Background: an optimization exercise with open tools, aiming at small area, a short achievable clock period and few clock cycles per item. Do not read the settings as production practice. At most, simulation tests tie the RTL to the original design; equivalence was not proved. Power figures rest on the tool's default switching activity, not on a simulated workload.

// fpu_mult_arb
module fpu_mult_arb
#(
   parameter int NUM_REQ = 4
)(
   input  logic                    clk,
   input  logic                    rst,
   input  logic [NUM_REQ-1:0]      req_valid,
   output logic [NUM_REQ-1:0]      req_ready,
   input  logic [NUM_REQ*FP_W-1:0] req_a,
   input  logic [NUM_REQ*FP_W-1:0] req_b,
   output logic [NUM_REQ-1:0]      rsp_valid,
   input  logic [NUM_REQ-1:0]      rsp_ready,
   output logic [FP_W-1:0]         rsp_data,
   output logic                    busy
);
Size: about 2,000 cells after synthesis, roughly 270 flip-flops, about 24,000 µm² of cells after synthesis.
==> module fpu_mult_arb, before the edit <==
module fpu_mult_arb
#(
   parameter int NUM_REQ = 4
)(
   input  logic                    clk,
   input  logic                    rst,
   input  logic [NUM_REQ-1:0]      req_valid,
   output logic [NUM_REQ-1:0]      req_ready,
   input  logic [NUM_REQ*FP_W-1:0] req_a,
   input  logic [NUM_REQ*FP_W-1:0] req_b,
   output logic [NUM_REQ-1:0]      rsp_valid,
   input  logic [NUM_REQ-1:0]      rsp_ready,
   output logic [FP_W-1:0]         rsp_data,
   output logic                    busy
);
   localparam int NC = MULT_CUT_W;
   logic [3:0]  r_ptr;       
   logic        r_v1;        
   logic [3:0]  r_rdy;       
   logic [1:0]  r_f;         
   logic [3:0]  r_o0, r_o1;  
   logic        r_wp;        
   logic        r_rp;        
   logic [3:0]  r_rv;        
   logic        r_busy;
   logic [22:0] r1_ma;
   logic [MULT_B_W-1:0] r1_bs;    
   logic [7:0]  r1_e;
   logic        r1_s;
   logic [NC-1:0] r2_cut;
   logic [7:0]  r2_e, r2_e1;      
   logic        r2_s;
   logic [31:0] r_d0, r_d1;   
   logic        r_s0, r_s1;   
   wire [3:0] w_own1 = {r_ptr[0], r_ptr[3:1]};
   logic [31:0] w_a, w_b;
   always_comb begin
      w_a = '0;
      w_b = '0;
      for (int i = 0; i < 4; i++) begin
         w_a = w_a | (req_a[i*32 +: 32] & {32{r_ptr[i]}});
         w_b = w_b | (req_b[i*32 +: 32] & {32{r_ptr[i]}});
      end
   end
   logic [MULT_B_W-1:0] w_bs;
   fpu_mult_pre u_pre (.mb(w_b[22:0]), .bs(w_bs));
   logic [NC-1:0] w_cut;
   fpu_mult_sa u_sa (.ma(r1_ma), .bs(r1_bs), .cut(w_cut));
   logic [24:0] w_hi;
   fpu_mult_sb u_sb (.cut(r2_cut), .hi(w_hi));
   wire [31:0] w_res = w_hi[24] ? {r2_s, r2_e1, w_hi[23:1]} : {r2_s, r2_e, w_hi[22:0]};
   wire       w_taken = |(r_rv & rsp_ready);
   wire       w_acc   = |r_rdy;
   wire [1:0] w_wr    = {w_acc & r_wp, w_acc & ~r_wp};
   wire [1:0] w_rd    = {w_taken & r_rp, w_taken & ~r_rp};
   wire [1:0] w_f_n   = (r_f & ~w_rd) | w_wr;
   wire       w_rp_n  = r_rp ^ w_taken;
   wire [3:0] w_o0_n  = w_wr[0] ? r_rdy : r_o0;
   wire [3:0] w_o1_n  = w_wr[1] ? r_rdy : r_o1;
   wire       w_full  = &w_f_n;         
   wire       w_drop  = r_v1 & w_full;
   always_ff @(posedge clk or posedge rst) begin
      if (rst) begin
         r_ptr  <= 4'b0001;
         r_v1   <= 1'b0;
         r_rdy  <= '0;
         r_f    <= '0;
         r_o0   <= '0;
         r_o1   <= '0;
         r_wp   <= 1'b0;
         r_rp   <= 1'b0;
         r_rv   <= '0;
         r_busy <= 1'b0;
      end else begin
         r_f    <= w_f_n;
         r_o0   <= w_o0_n;
         r_o1   <= w_o1_n;
         r_wp   <= r_wp ^ w_acc;
         r_rp   <= w_rp_n;
         r_rv   <= w_rp_n ? (w_f_n[1] ? w_o1_n : 4'b0) : (w_f_n[0] ? w_o0_n : 4'b0);
         r_busy <= |w_f_n;
         if (w_drop) begin
            r_v1  <= 1'b0;
            r_rdy <= '0;
            r_ptr <= w_own1;
         end else begin
            r_v1  <= |(req_valid & r_ptr);
            r_rdy <= {4{r_v1}} & w_own1;
            r_ptr <= {r_ptr[2:0], r_ptr[3]};
         end
      end
   end
   always_ff @(posedge clk) begin
      r1_ma  <= w_a[22:0];
      r1_bs  <= w_bs;
      r1_e   <= w_a[30:23] + w_b[30:23] + 8'd129;    
      r1_s   <= w_a[31] ^ w_b[31];
      r2_cut <= w_cut;
      r2_e   <= r1_e;
      r2_e1  <= r1_e + 8'd1;
      r2_s   <= r1_s;
      r_s0   <= ~w_rp_n;
      r_s1   <= w_rp_n;
      if (w_wr[0])
         r_d0 <= w_res;
      if (w_wr[1])
         r_d1 <= w_res;
   end
   assign req_ready = r_rdy;
   assign rsp_valid = r_rv;
   assign rsp_data  = ({32{r_s0}} & r_d0) | ({32{r_s1}} & r_d1);
   assign busy      = r_busy;
endmodule
==> flow/config.mk <==
export PLATFORM = sky130hd
export DESIGN_NAME = fpu_mult_arb
export DESIGN_NICKNAME = fpu_mult_arb
export VERILOG_FILES = /design/flow/design.v
export SDC_FILE = /design/flow/constraint.sdc
export NUM_CORES = 4
export LEC_CHECK = 0
export CAP_MARGIN = 20
export CORE_MARGIN = 2
export CORE_UTILIZATION = 40
export SLEW_MARGIN = 20
export SYNTH_HIERARCHICAL = 1
export SYNTH_MINIMUM_KEEP_SIZE = 0
==> flow/constraint.sdc <==
create_clock -name core_clock -period 9.0 [get_ports {clk}]
set_input_delay 1.8000 -clock core_clock [delete_from_list [all_inputs] [get_ports {clk}]]
set_output_delay 1.8000 -clock core_clock [all_outputs]
set_load 0.01 [all_outputs]
standard.sh (not shown) runs the stock make flow with config.mk's settings and CLKGATE_MAP_FILE= SYNTH_SCRIPT=/design/flow/synth_recipe.tcl, a recipe that flattens the netlist after the stock synthesis.
==> flow/flow/run.sh <==
#!/bin/bash
# Layout flow: the standard layout (standard.sh: the standard synthesis,
# floorplan, power grid, placement, CTS and routing, all unchanged) with two
# settings of how the layout is made:
#   - every input and output port still gets its own buffer, but a
#     sky130_fd_sc_hd__buf_1 instead of the delay cell buffer_ports picks;
set -euo pipefail
MARGIN=5.5
cd "$(dirname "$0")/.."
bash standard.sh "BUFFER_PORTS_ARGS=-buffer_cell sky130_fd_sc_hd__buf_1" \
   "SETUP_SLACK_MARGIN=$MARGIN" finish > standard.log 2>&1
The starting point completed with no timing, DRC or antenna violations.
Change:
--- a/flow/design.v
+++ b/flow/design.v
@@ -1713,13 +1713,12 @@
    logic [7:0]  r1_e;
    logic        r1_s;
    logic [NC-1:0] r2_cut;
    logic [7:0]  r2_e, r2_e1;      
    logic        r2_s;
    logic [31:0] r_d0, r_d1;   
-   logic        r_s0, r_s1;   
    wire [3:0] w_own1 = {r_ptr[0], r_ptr[3:1]};
    logic [31:0] w_a, w_b;
    always_comb begin
       w_a = '0;
       w_b = '0;
       for (int i = 0; i < 4; i++) begin
@@ -1781,19 +1780,17 @@
       r1_e   <= w_a[30:23] + w_b[30:23] + 8'd129;    
       r1_s   <= w_a[31] ^ w_b[31];
       r2_cut <= w_cut;
       r2_e   <= r1_e;
       r2_e1  <= r1_e + 8'd1;
       r2_s   <= r1_s;
-      r_s0   <= ~w_rp_n;
-      r_s1   <= w_rp_n;
       if (w_wr[0])
          r_d0 <= w_res;
       if (w_wr[1])
          r_d1 <= w_res;
    end
    assign req_ready = r_rdy;
    assign rsp_valid = r_rv;
-   assign rsp_data  = ({32{r_s0}} & r_d0) | ({32{r_s1}} & r_d1);
+   assign rsp_data  = r_rp ? r_d1 : r_d0;
    assign busy      = r_busy;
 endmodule
 `default_nettype wire
The new run finished clean.
Clock skew falls by 0.0089 ns.
Setup slack degrades by 0.10 ns.
Final area rises by 1.6%.
Combinational power rises by 6.5%.
Die area hardly moves.
Wire length rises by about 2.5%.
Clock-buffer cell count falls by 1.
Clock power falls by about 10%.
Worst hold slack improves by 0.0082 ns.
Area after synthesis barely changes.
Total power rises by about 0.9%.
Via count rises by 0.97%.
Final cell count rises by about 1.3%.
Function was not checked in any run of this note: the RTL went through the layout flow alone.

* * *

R:
fpu_mult_arb, a different RTL version from the one above (not shown whole).
Size: roughly 2000 cells after synthesis, ~310 flip-flops, about 24000 um2 of cells after synthesis.
==> module fpu_mult_arb, before the edit <==
module fpu_mult_arb
#(
   parameter int NUM_REQ = 4
)(
   input  logic                    clk,
   input  logic                    rst,
   input  logic [NUM_REQ-1:0]      req_valid,
   output logic [NUM_REQ-1:0]      req_ready,
   input  logic [NUM_REQ*FP_W-1:0] req_a,
   input  logic [NUM_REQ*FP_W-1:0] req_b,
   output logic [NUM_REQ-1:0]      rsp_valid,
   input  logic [NUM_REQ-1:0]      rsp_ready,
   output logic [FP_W-1:0]         rsp_data,
   output logic                    busy
);
   localparam int NC = MULT_CUT_W;
   logic [3:0]  r_ptr;       
   logic        r_v1;        
   logic        r_v2;        
   logic [3:0]  r_rdy;       
   logic [3:0]  r_hown;      
   logic        r_kv;        
   logic [3:0]  r_kown;      
   logic        r_busy;
   logic [22:0] r1_ma;
   logic [MULT_B_W-1:0] r1_bs;    
   logic [7:0]  r1_ea, r1_eb;
   logic        r1_s;
   logic [NC-1:0] r2_cut;
   logic [7:0]  r2_e;
   logic        r2_s;
   logic [24:0] r3_hi;           
   logic [7:0]  r3_e;            
   logic        r3_s;
   logic [31:0] r_hdata;         
   logic [31:0] r_kdata;         
   wire [3:0] w_own1 = {r_ptr[0], r_ptr[3:1]};
   wire [3:0] w_own2 = {r_ptr[1:0], r_ptr[3:2]};
   logic [31:0] w_a, w_b;
   always_comb begin
      w_a = '0;
      w_b = '0;
      for (int i = 0; i < 4; i++) begin
         w_a = w_a | (req_a[i*32 +: 32] & {32{r_ptr[i]}});
         w_b = w_b | (req_b[i*32 +: 32] & {32{r_ptr[i]}});
      end
   end
   logic [MULT_B_W-1:0] w_bs;
   fpu_mult_pre u_pre (.mb(w_b[22:0]), .bs(w_bs));
   logic [NC-1:0] w_cut;
   fpu_mult_sa u_sa (.ma(r1_ma), .bs(r1_bs), .cut(w_cut));
   logic [24:0] w_hi;
   fpu_mult_sb u_sb (.cut(r2_cut), .hi(w_hi));
   wire [7:0]  w_e1  = r3_e + 8'd1;
   wire [31:0] w_res = r3_hi[24] ? {r3_s, w_e1, r3_hi[23:1]} : {r3_s, r3_e, r3_hi[22:0]};
   wire w_taken = |(r_hown & rsp_ready);
   wire w_hfree = ~(|r_hown) | w_taken;
   wire w_acc   = |r_rdy;
   wire w_kv_n  = w_hfree ? (r_kv & w_acc) : (r_kv | w_acc);
   wire w_drop  = r_v2 & w_kv_n;       
   always_ff @(posedge clk or posedge rst) begin
      if (rst) begin
         r_ptr  <= 4'b0001;
         r_v1   <= 1'b0;
         r_v2   <= 1'b0;
         r_rdy  <= '0;
         r_hown <= '0;
         r_kv   <= 1'b0;
         r_kown <= '0;
         r_busy <= 1'b0;
      end else begin
         if (w_hfree) begin
            if (r_kv) begin
               r_hown <= r_kown;
               r_kown <= r_rdy;
            end else begin
               r_hown <= r_rdy;
            end
         end else if (w_acc) begin
            r_kown <= r_rdy;
         end
         r_kv   <= w_kv_n;
         r_busy <= ~w_hfree | r_kv | w_acc;
         if (w_drop) begin
            r_v1  <= 1'b0;
            r_v2  <= 1'b0;
            r_rdy <= '0;
            r_ptr <= w_own2;
         end else begin
            r_v1  <= |(req_valid & r_ptr);
            r_v2  <= r_v1;
            r_rdy <= {4{r_v2}} & w_own2;
            r_ptr <= {r_ptr[2:0], r_ptr[3]};
         end
      end
   end
   always_ff @(posedge clk) begin
      r1_ma  <= w_a[22:0];
      r1_bs  <= w_bs;
      r1_ea  <= w_a[30:23];
      r1_eb  <= w_b[30:23];
      r1_s   <= w_a[31] ^ w_b[31];
      r2_cut <= w_cut;
      r2_e   <= r1_ea + r1_eb + 8'd129;    
      r2_s   <= r1_s;
      r3_hi  <= w_hi;
      r3_e   <= r2_e;
      r3_s   <= r2_s;
      if (w_hfree)
         r_hdata <= r_kv ? r_kdata : w_res;
      if (~(r_kv & ~w_hfree))
         r_kdata <= w_res;
   end
   assign req_ready = r_rdy;
   assign rsp_valid = r_hown;
   assign rsp_data  = r_hdata;
   assign busy      = r_busy;
endmodule
export LEC_CHECK = 0
export CAP_MARGIN = 0
export CORE_MARGIN = 2
export CORE_UTILIZATION = 60
export SLEW_MARGIN = 0
export SYNTH_HIERARCHICAL = 1
export SYNTH_MINIMUM_KEEP_SIZE = 0
export TNS_END_PERCENT = 0
create_clock -name core_clock -period 9.0 [get_ports {clk}]
==> flow/flow/run.sh <==
#!/bin/bash
# Layout flow: the standard layout (standard.sh: the standard synthesis,
# floorplan, power grid, placement, CTS and routing, all unchanged) with two
# settings of how the layout is made:
#   - every input and output port still gets its own buffer, but a
#     sky130_fd_sc_hd__buf_1 instead of the delay cell buffer_ports picks;
set -euo pipefail
MARGIN=5.8
cd "$(dirname "$0")/.."
bash standard.sh "BUFFER_PORTS_ARGS=-buffer_cell sky130_fd_sc_hd__buf_1" \
   "SETUP_SLACK_MARGIN=$MARGIN" finish > standard.log 2>&1
In summary, R completed successfully, with a layout that passed the timing, DRC and antenna checks.
Testbench counts of R, summed over its fixed seeds: cycles 3,232, items 3,200.
Edits applied to the flow inputs when going from R to P:
diff --git a/flow/design.v b/flow/design.v
--- a/flow/design.v
+++ b/flow/design.v
@@ -1716,9 +1716,9 @@
    logic        r_v1;        
    logic        r_v2;        
    logic [3:0]  r_rdy;       
+   logic        r_park;      
+   logic [3:0]  r_pown;      
    logic [3:0]  r_hown;      
-   logic        r_kv;        
-   logic [3:0]  r_kown;      
    logic        r_busy;
    logic [22:0] r1_ma;
    logic [MULT_B_W-1:0] r1_bs;    
@@ -1731,7 +1731,6 @@
    logic [7:0]  r3_e;            
    logic        r3_s;
    logic [31:0] r_hdata;         
-   logic [31:0] r_kdata;         
    wire [3:0] w_own1 = {r_ptr[0], r_ptr[3:1]};
    wire [3:0] w_own2 = {r_ptr[1:0], r_ptr[3:2]};
    logic [31:0] w_a, w_b;
@@ -1751,34 +1750,29 @@
    fpu_mult_sb u_sb (.cut(r2_cut), .hi(w_hi));
    wire [7:0]  w_e1  = r3_e + 8'd1;
    wire [31:0] w_res = r3_hi[24] ? {r3_s, w_e1, r3_hi[23:1]} : {r3_s, r3_e, r3_hi[22:0]};
-   wire w_taken = |(r_hown & rsp_ready);
-   wire w_hfree = ~(|r_hown) | w_taken;
-   wire w_acc   = |r_rdy;
-   wire w_kv_n  = w_hfree ? (r_kv & w_acc) : (r_kv | w_acc);
-   wire w_drop  = r_v2 & w_kv_n;       
+   wire       w_taken = |(r_hown & rsp_ready);
+   wire       w_hfree = ~(|r_hown) | w_taken;
+   wire       w_s3    = (|r_rdy) | r_park;           
+   wire [3:0] w_s3own = r_park ? r_pown : r_rdy;
+   wire       w_hold  = w_s3 & ~w_hfree;             
+   wire       w_drop  = r_v2 & w_hold;
    always_ff @(posedge clk or posedge rst) begin
       if (rst) begin
          r_ptr  <= 4'b0001;
          r_v1   <= 1'b0;
          r_v2   <= 1'b0;
          r_rdy  <= '0;
+         r_park <= 1'b0;
+         r_pown <= '0;
          r_hown <= '0;
-         r_kv   <= 1'b0;
-         r_kown <= '0;
          r_busy <= 1'b0;
       end else begin
-         if (w_hfree) begin
-            if (r_kv) begin
-               r_hown <= r_kown;
-               r_kown <= r_rdy;
-            end else begin
-               r_hown <= r_rdy;
-            end
-         end else if (w_acc) begin
-            r_kown <= r_rdy;
-         end
-         r_kv   <= w_kv_n;
-         r_busy <= ~w_hfree | r_kv | w_acc;
+         if (w_hfree)
+            r_hown <= w_s3 ? w_s3own : 4'b0;
+         r_park <= w_hold;
+         if (w_hold)
+            r_pown <= w_s3own;
+         r_busy <= w_s3 | ~w_hfree;
          if (w_drop) begin
             r_v1  <= 1'b0;
             r_v2  <= 1'b0;
@@ -1787,7 +1781,7 @@
          end else begin
             r_v1  <= |(req_valid & r_ptr);
             r_v2  <= r_v1;
-            r_rdy <= {4{r_v2}} & w_own2;
+            r_rdy <= w_hold ? 4'b0 : ({4{r_v2}} & w_own2);
             r_ptr <= {r_ptr[2:0], r_ptr[3]};
          end
       end
@@ -1801,13 +1795,13 @@
       r2_cut <= w_cut;
       r2_e   <= r1_ea + r1_eb + 8'd129;    
       r2_s   <= r1_s;
-      r3_hi  <= w_hi;
-      r3_e   <= r2_e;
-      r3_s   <= r2_s;
+      if (~w_hold) begin
+         r3_hi <= w_hi;
+         r3_e  <= r2_e;
+         r3_s  <= r2_s;
+      end
       if (w_hfree)
-         r_hdata <= r_kv ? r_kdata : w_res;
-      if (~(r_kv & ~w_hfree))
-         r_kdata <= w_res;
+         r_hdata <= w_res;
    end
    assign req_ready = r_rdy;
    assign rsp_valid = r_hown;
P completed every stage of the flow, and the final layout passed the timing, DRC and antenna checks.
[P] routed length on met3 rose 7.3% relative to R
| worst clock skew | lower: R |
met1 routing resource usage after global routing on P is up relative to R.
Final cell count without fillers delta for P relative to R: 108 lower
Detailed-routing wirelength on met1: P vs R up about 1.5%
P vs. R: share of layout cells above drive strength 1 has decreased, post-synthesis area per instance decreased by 0.56% relative to the old numbers, area after synthesis has decreased, synthesized cell count fell 3.5%.
Re area share of xor/xnor cells in the synthesized design: P is 0.52 points up on R.
Period utilization: P > R
R has higher clock network area share than P.
Fmax (higher): R
In P the number of fillers in the final layout turned out 113 lower than in R.
Testbench counts of P, summed over its fixed seeds: cycles 3,232, items 3,200.

[afterwards: timing with drivers on the ports]
The flow's constraints put no driver on any port. The routed layouts listed below were extracted and timed again, unchanged, in two steps. Step 1: set_driving_cell puts a clkbuf_16 on clk and a buf_2 on each other input, an assumption about the parent block. Step 2, shift: input delay + t, output delay - t, t = (earliest + latest rising clock arrival at the registers) / 2. This alone moves slack from input paths to output paths. Slacks: ideal / step 1 / step 2; pairs: ideal / step 1.
run | t, ns | setup WS [ns] | clock arrival spread, ns | slew at the worst register clock pin (ns) | worst slew at a driven data input, ns
the first run of note 1 | 0.601 | 5.543 / 5.543 / 5.288 | 0.021 / 0.021 | 0.06 / 0.06 | 0.09
the second run of note 1 | 0.651 | 5.443 / 5.388 / 5.270 | 0.012 / 0.012 | 0.06 / 0.06 | 0.10
R | 0.605 | 5.818 / 5.818 / 5.348 | 0.028 / 0.028 | 0.06 / 0.06 | 0.10
P | 0.643 | 5.742 / 5.742 / 5.416 | 0.051 / 0.052 | 0.06 / 0.06 | 0.18
After both steps every run listed still meets setup and hold. For R, which loses most, drivers alone change the setup slack by 0.000 ns; drivers and shift together by -0.470 ns.
